What follows belongs to an exercise in optimizing a design on an open flow for small area; a production flow would make more cautious choices.
Where RTL was checked, it was by simulation tests only, not by an equivalence proof against the original.
Power is estimated from default activity; no workload was simulated.

// drs_readout_top
module drs_readout_top (
	input logic AD9222_FCO_P,
	input logic rst,
	input logic trig,
	input logic [drs_readout_pkg::N_CHIP-1:0] drs_srout,
	input logic [drs_readout_pkg::N_CHIP-1:0][drs_readout_pkg::ADC_W-1:0] adc_data,
	input logic tx_full,
	output logic drs_rsrload,
	output logic drs_srclk,
	output logic [7:0] tx_data,
	output logic tx_wr,
	output logic busy
);
	logic cell_shift;
	logic row_write;
	logic fmt;
	logic [4:0] pos;
	logic [8:0] byte_cnt;
	logic [7:0] event_cnt;
	drs_readout_pkg::adc_sample_t rd_word;
	readout_sequencer readout_sequencer_i (
		.AD9222_FCO_P(AD9222_FCO_P),
		.rst(rst),
		.trig(trig),
		.tx_full(tx_full),
		.drs_rsrload(drs_rsrload),
		.drs_srclk(drs_srclk),
		.busy(busy),
		.tx_wr(tx_wr),
		.cell_shift(cell_shift),
		.row_write(row_write),
		.fmt(fmt),
		.pos(pos),
		.byte_cnt(byte_cnt),
		.event_cnt(event_cnt)
	);
	sample_buffer sample_buffer_i (
		.AD9222_FCO_P(AD9222_FCO_P),
		.adc_data(adc_data),
		.drs_srout(drs_srout),
		.row_write(row_write),
		.cell_shift(cell_shift),
		.fmt(fmt),
		.tx_wr(tx_wr),
		.pos(pos),
		.byte_cnt(byte_cnt),
		.rd_word(rd_word)
	);
	event_formatter event_formatter_i (
		.byte_cnt(byte_cnt),
		.event_cnt(event_cnt),
  ...
Size in the first run: about 3700 cells after synthesis, about 3000 flip-flops, ~120 I/O pins, about 66000 um^2 of cells after synthesis.
Settings: LEC_CHECK=0, CAP_MARGIN=20, CORE_MARGIN=2, CORE_UTILIZATION=75, PLACE_DENSITY=0.85, SLEW_MARGIN=20; clock period 10.0 ns.
standard.sh (not shown) runs the stock make flow with config.mk's settings and CLKGATE_MAP_FILE= SYNTH_SCRIPT=/design/flow/synth_recipe.tcl, a recipe that flattens the netlist after the stock synthesis.
==> flow/flow/run.sh <==
#!/bin/bash
# Standard layout, with small port buffers and a leaner clock tree (no dummy loads).
set -euo pipefail
export BUFFER_PORTS_ARGS="-buffer_cell sky130_fd_sc_hd__buf_1"
export CTS_ARGS="-sink_clustering_enable -repair_clock_nets -dont_use_dummy_load -buf_list sky130_fd_sc_hd__clkbuf_8 -sink_buffer_max_cap_derate 0.1 -sink_clustering_size 20 -sink_clustering_max_diameter 35"
bash standard.sh > standard.log 2>&1
Change:
==> flow/flow/run.sh (replaced) <==
#!/bin/bash
# Standard layout, with small port buffers and a leaner clock tree (no dummy loads).
set -euo pipefail
export BUFFER_PORTS_ARGS="-buffer_cell sky130_fd_sc_hd__buf_1"
export CTS_ARGS="-sink_clustering_enable -repair_clock_nets -dont_use_dummy_load -buf_list sky130_fd_sc_hd__clkbuf_8 -sink_buffer_max_cap_derate 0.1 -sink_clustering_size 18 -sink_clustering_max_diameter 50"
bash standard.sh > standard.log 2>&1
CORE_UTILIZATION = 65   (was 75)
PLACE_DENSITY = 0.75   (was 0.85)
Result: Cell count goes up by 2.5%; maximum frequency goes up by 3.9%; design area barely changes; total power goes down by 1.9%.
Change:
==> flow/flow/run.sh (replaced) <==
#!/bin/bash
# Standard layout, with small port buffers and a leaner clock tree (no dummy loads).
set -euo pipefail
export BUFFER_PORTS_ARGS="-buffer_cell sky130_fd_sc_hd__buf_1"
export CTS_ARGS="-sink_clustering_enable -repair_clock_nets -dont_use_dummy_load -buf_list sky130_fd_sc_hd__clkbuf_4 -sink_buffer_max_cap_derate 0.1 -sink_clustering_size 12 -sink_clustering_max_diameter 35"
bash standard.sh > standard.log 2>&1
Outcome: Utilization is lower by 0.24 points. Cell area is lower by 0.34%. Fmax is lower by 4.1%. Wire length is lower by 0.59%. Flip-flop and latch count is unchanged. Power is lower by 1.3%.

* * *

## try-violet
drs_readout_top, a different RTL version from the one above (not shown whole).
For scale: roughly 3800 cells after synthesis, ~120 I/O pins, ~68000 um2 of cells after synthesis.
Settings: LEC_CHECK=0, CAP_MARGIN=20, CORE_MARGIN=2, CORE_UTILIZATION=70, CTS_BUF_LIST=sky130_fd_sc_hd__clkbuf_4, SLEW_MARGIN=20; clock period 10.0 ns.
run.sh (not shown) runs the stock make flow with config.mk's settings and CLKGATE_MAP_FILE= SYNTH_SCRIPT=/design/flow/synth_recipe.tcl, a recipe that flattens the netlist after the stock synthesis.
Stock flow here: none of the scripts above is used.
Setup changes, try-violet to try-raven
# try-violet
export LEC_CHECK = 0
export CAP_MARGIN = 20
export CORE_MARGIN = 2
export CORE_UTILIZATION = 70
export CTS_BUF_LIST = sky130_fd_sc_hd__clkbuf_4
export SLEW_MARGIN = 20
create_clock -name core_clock -period 10.0 [get_ports {AD9222_FCO_P}]
# try-raven
export LEC_CHECK = 0
export CAP_MARGIN = 20
export CORE_MARGIN = 2
export CORE_UTILIZATION = 40
export SLEW_MARGIN = 20
create_clock -name core_clock -period 10.0 [get_ports {AD9222_FCO_P}]
==> flow/flow/run.sh (new file) <==
#!/bin/bash
# Standard layout, with small port buffers and no dummy clock loads in CTS.
set -euo pipefail
export BUFFER_PORTS_ARGS="-buffer_cell sky130_fd_sc_hd__buf_1"
export CTS_ARGS="-sink_clustering_enable -repair_clock_nets -dont_use_dummy_load"
bash standard.sh > standard.log 2>&1
==> flow/standard.sh (new file) <==
#!/bin/bash
# synth_recipe.tcl (not shown) runs the flow's synth.tcl, then flattens the netlist and writes it again
# the make line also repeats each setting of config.mk as NAME=value (left out here)
make -C /OpenROAD-flow-scripts/flow DESIGN_CONFIG=/design/flow/config.mk WORK_HOME=/design/flow/orfs CLKGATE_MAP_FILE= SYNTH_SCRIPT=/design/flow/synth_recipe.tcl "${@:-finish}"
removed: flow/run.sh
Results
try-raven gives less global-route usage than try-violet did. Between try-violet and try-raven, setup slack after layout is higher for try-raven, try-violet comes in under that. Higher critical path depth goes to try-violet over try-raven. Changes observed in try-raven relative to try-violet: first-pass GRT wire length shrank by 15%; maximum achievable frequency rose about 15%; area enclosed by the die boundary moved up. Looking at top layer used by detailed routing, the met5 result is from try-violet; the met4 one comes from try-raven.
Edits applied to the flow inputs when going from try-raven to try-maple:
# try-raven
export LEC_CHECK = 0
export CAP_MARGIN = 20
export CORE_MARGIN = 2
export CORE_UTILIZATION = 40
export SLEW_MARGIN = 20
create_clock -name core_clock -period 10.0 [get_ports {AD9222_FCO_P}]
# try-maple
export LEC_CHECK = 0
export CAP_MARGIN = 20
export CORE_MARGIN = 2
export CORE_UTILIZATION = 70
export CTS_BUF_LIST = sky130_fd_sc_hd__clkbuf_8
export SLEW_MARGIN = 20
create_clock -name core_clock -period 10.0 [get_ports {AD9222_FCO_P}]
==> flow/run.sh (new file) <==
#!/bin/bash
# synth_recipe.tcl (not shown) runs the flow's synth.tcl, then flattens the netlist and writes it again
# the make line also repeats each setting of config.mk as NAME=value (left out here)
make -C /OpenROAD-flow-scripts/flow DESIGN_CONFIG=/design/flow/config.mk WORK_HOME=/design/flow/orfs CLKGATE_MAP_FILE= SYNTH_SCRIPT=/design/flow/synth_recipe.tcl finish
removed: flow/flow/run.sh
removed: flow/standard.sh
==> comparison <==
- Re total of clock buffers placed in the layout: try-raven and try-maple aren't equal, and the higher value belongs to try-maple.
- Smallest setup slack after layout came out lower on try-maple than on try-raven.
- Per the comparison of try-maple with try-raven, relative contribution of sequential cells to total power down 0.8 points; share of the final layout cell area in sequential cells lost 0.54 points; clock network power shows an increase of about 2.7%.
- try-maple: PASS, flow complete, no timing, DRC or antenna violations
- Where wire length of the first global-routing pass is concerned, try-raven is better than try-maple.
- Higher core utilization goes to try-maple over try-raven.
- try-maple vs try-raven: area of all placed cells without fillers up in try-maple
- Cmp try-raven and try-maple / clock share of power / lower: try-raven
- Diff try-raven and try-maple: total power lower in try-raven
Here is what was changed in the inputs of try-xenon compared with try-maple.
# try-maple
export LEC_CHECK = 0
export CAP_MARGIN = 20
export CORE_MARGIN = 2
export CORE_UTILIZATION = 70
export CTS_BUF_LIST = sky130_fd_sc_hd__clkbuf_8
export SLEW_MARGIN = 20
create_clock -name core_clock -period 10.0 [get_ports {AD9222_FCO_P}]
# try-xenon
export LEC_CHECK = 0
export CAP_MARGIN = 20
export CORE_MARGIN = 2
export CORE_UTILIZATION = 40
export SLEW_MARGIN = 20
create_clock -name core_clock -period 10.0 [get_ports {AD9222_FCO_P}]
==> flow/flow/run.sh (new file) <==
#!/bin/bash
# Standard layout, with small port buffers and no dummy clock loads in CTS.
set -euo pipefail
export BUFFER_PORTS_ARGS="-buffer_cell sky130_fd_sc_hd__buf_1"
export CTS_ARGS="-sink_clustering_enable -repair_clock_nets -dont_use_dummy_load -sink_clustering_size 30"
bash standard.sh > standard.log 2>&1
==> flow/standard.sh (new file) <==
#!/bin/bash
# synth_recipe.tcl (not shown) runs the flow's synth.tcl, then flattens the netlist and writes it again
# the make line also repeats each setting of config.mk as NAME=value (left out here)
make -C /OpenROAD-flow-scripts/flow DESIGN_CONFIG=/design/flow/config.mk WORK_HOME=/design/flow/orfs CLKGATE_MAP_FILE= SYNTH_SCRIPT=/design/flow/synth_recipe.tcl "${@:-finish}"
removed: flow/run.sh
--- outcome ---
Termination of the worst setup path = tx_data[7]: try-xenon; termination of the worst setup path = tx_data[2]: try-maple. Changes observed in try-xenon relative to try-maple: number of cells upsized or downsized after cts ~0 delta; global-route usage over all layers -12 points; number of tap cells added at floorplan +942.
No run of this note included a check of the RTL's function; only the layout flow was run.

## afterwards: timing with drivers on the ports
The results above use ideal ports. As a check the final layouts listed here were re-extracted and re-timed, cells and wires unchanged.
Step 1 sets driving cells, clkbuf_16 on the clock port and buf_2 on the other inputs (assumed; they add their load-dependent delay and slew).
Step 2 also shifts input and output timing later by t, the mid clock arrival at the registers, as if the neighbouring blocks saw the same clock.
Three values: ideal ports, drivers, drivers and shift; two values: the first two.
| run | t, ns | setup WS [ns] | hold WS [ns] | latest minus earliest clock arrival (ns) | slew at the worst register clock pin (ns) |
|---|---|---|---|---|---|
| the first run of note 1 | 0.909 | 4.172 / 4.108 / 5.017 | 0.254 / 0.254 / 0.254 | 0.118 / 0.118 | 0.12 / 0.12 |
| the second run of note 1 | 0.884 | 4.388 / 4.325 / 4.990 | 0.247 / 0.247 / 0.247 | 0.128 / 0.128 | 0.11 / 0.11 |
| the third run of note 1 | 1.158 | 4.151 / 4.088 / 5.103 | 0.185 / 0.185 / 0.185 | 0.150 / 0.150 | 0.12 / 0.12 |
| try-violet | 1.270 | 3.590 / 3.526 / 4.064 | 0.258 / 0.258 / 0.258 | 0.130 / 0.129 | 0.09 / 0.09 |
| try-raven | 0.930 | 4.408 / 4.327 / 4.970 | 0.267 / 0.267 / 0.267 | 0.109 / 0.109 | 0.07 / 0.07 |
| try-maple | 1.024 | 3.872 / 3.805 / 4.070 | 0.272 / 0.272 / 0.272 | 0.110 / 0.109 | 0.07 / 0.07 |
| try-xenon | 0.930 | 4.408 / 4.327 / 4.970 | 0.267 / 0.267 / 0.267 | 0.109 / 0.109 | 0.07 / 0.07 |
After both steps setup and hold are still met in every run listed.
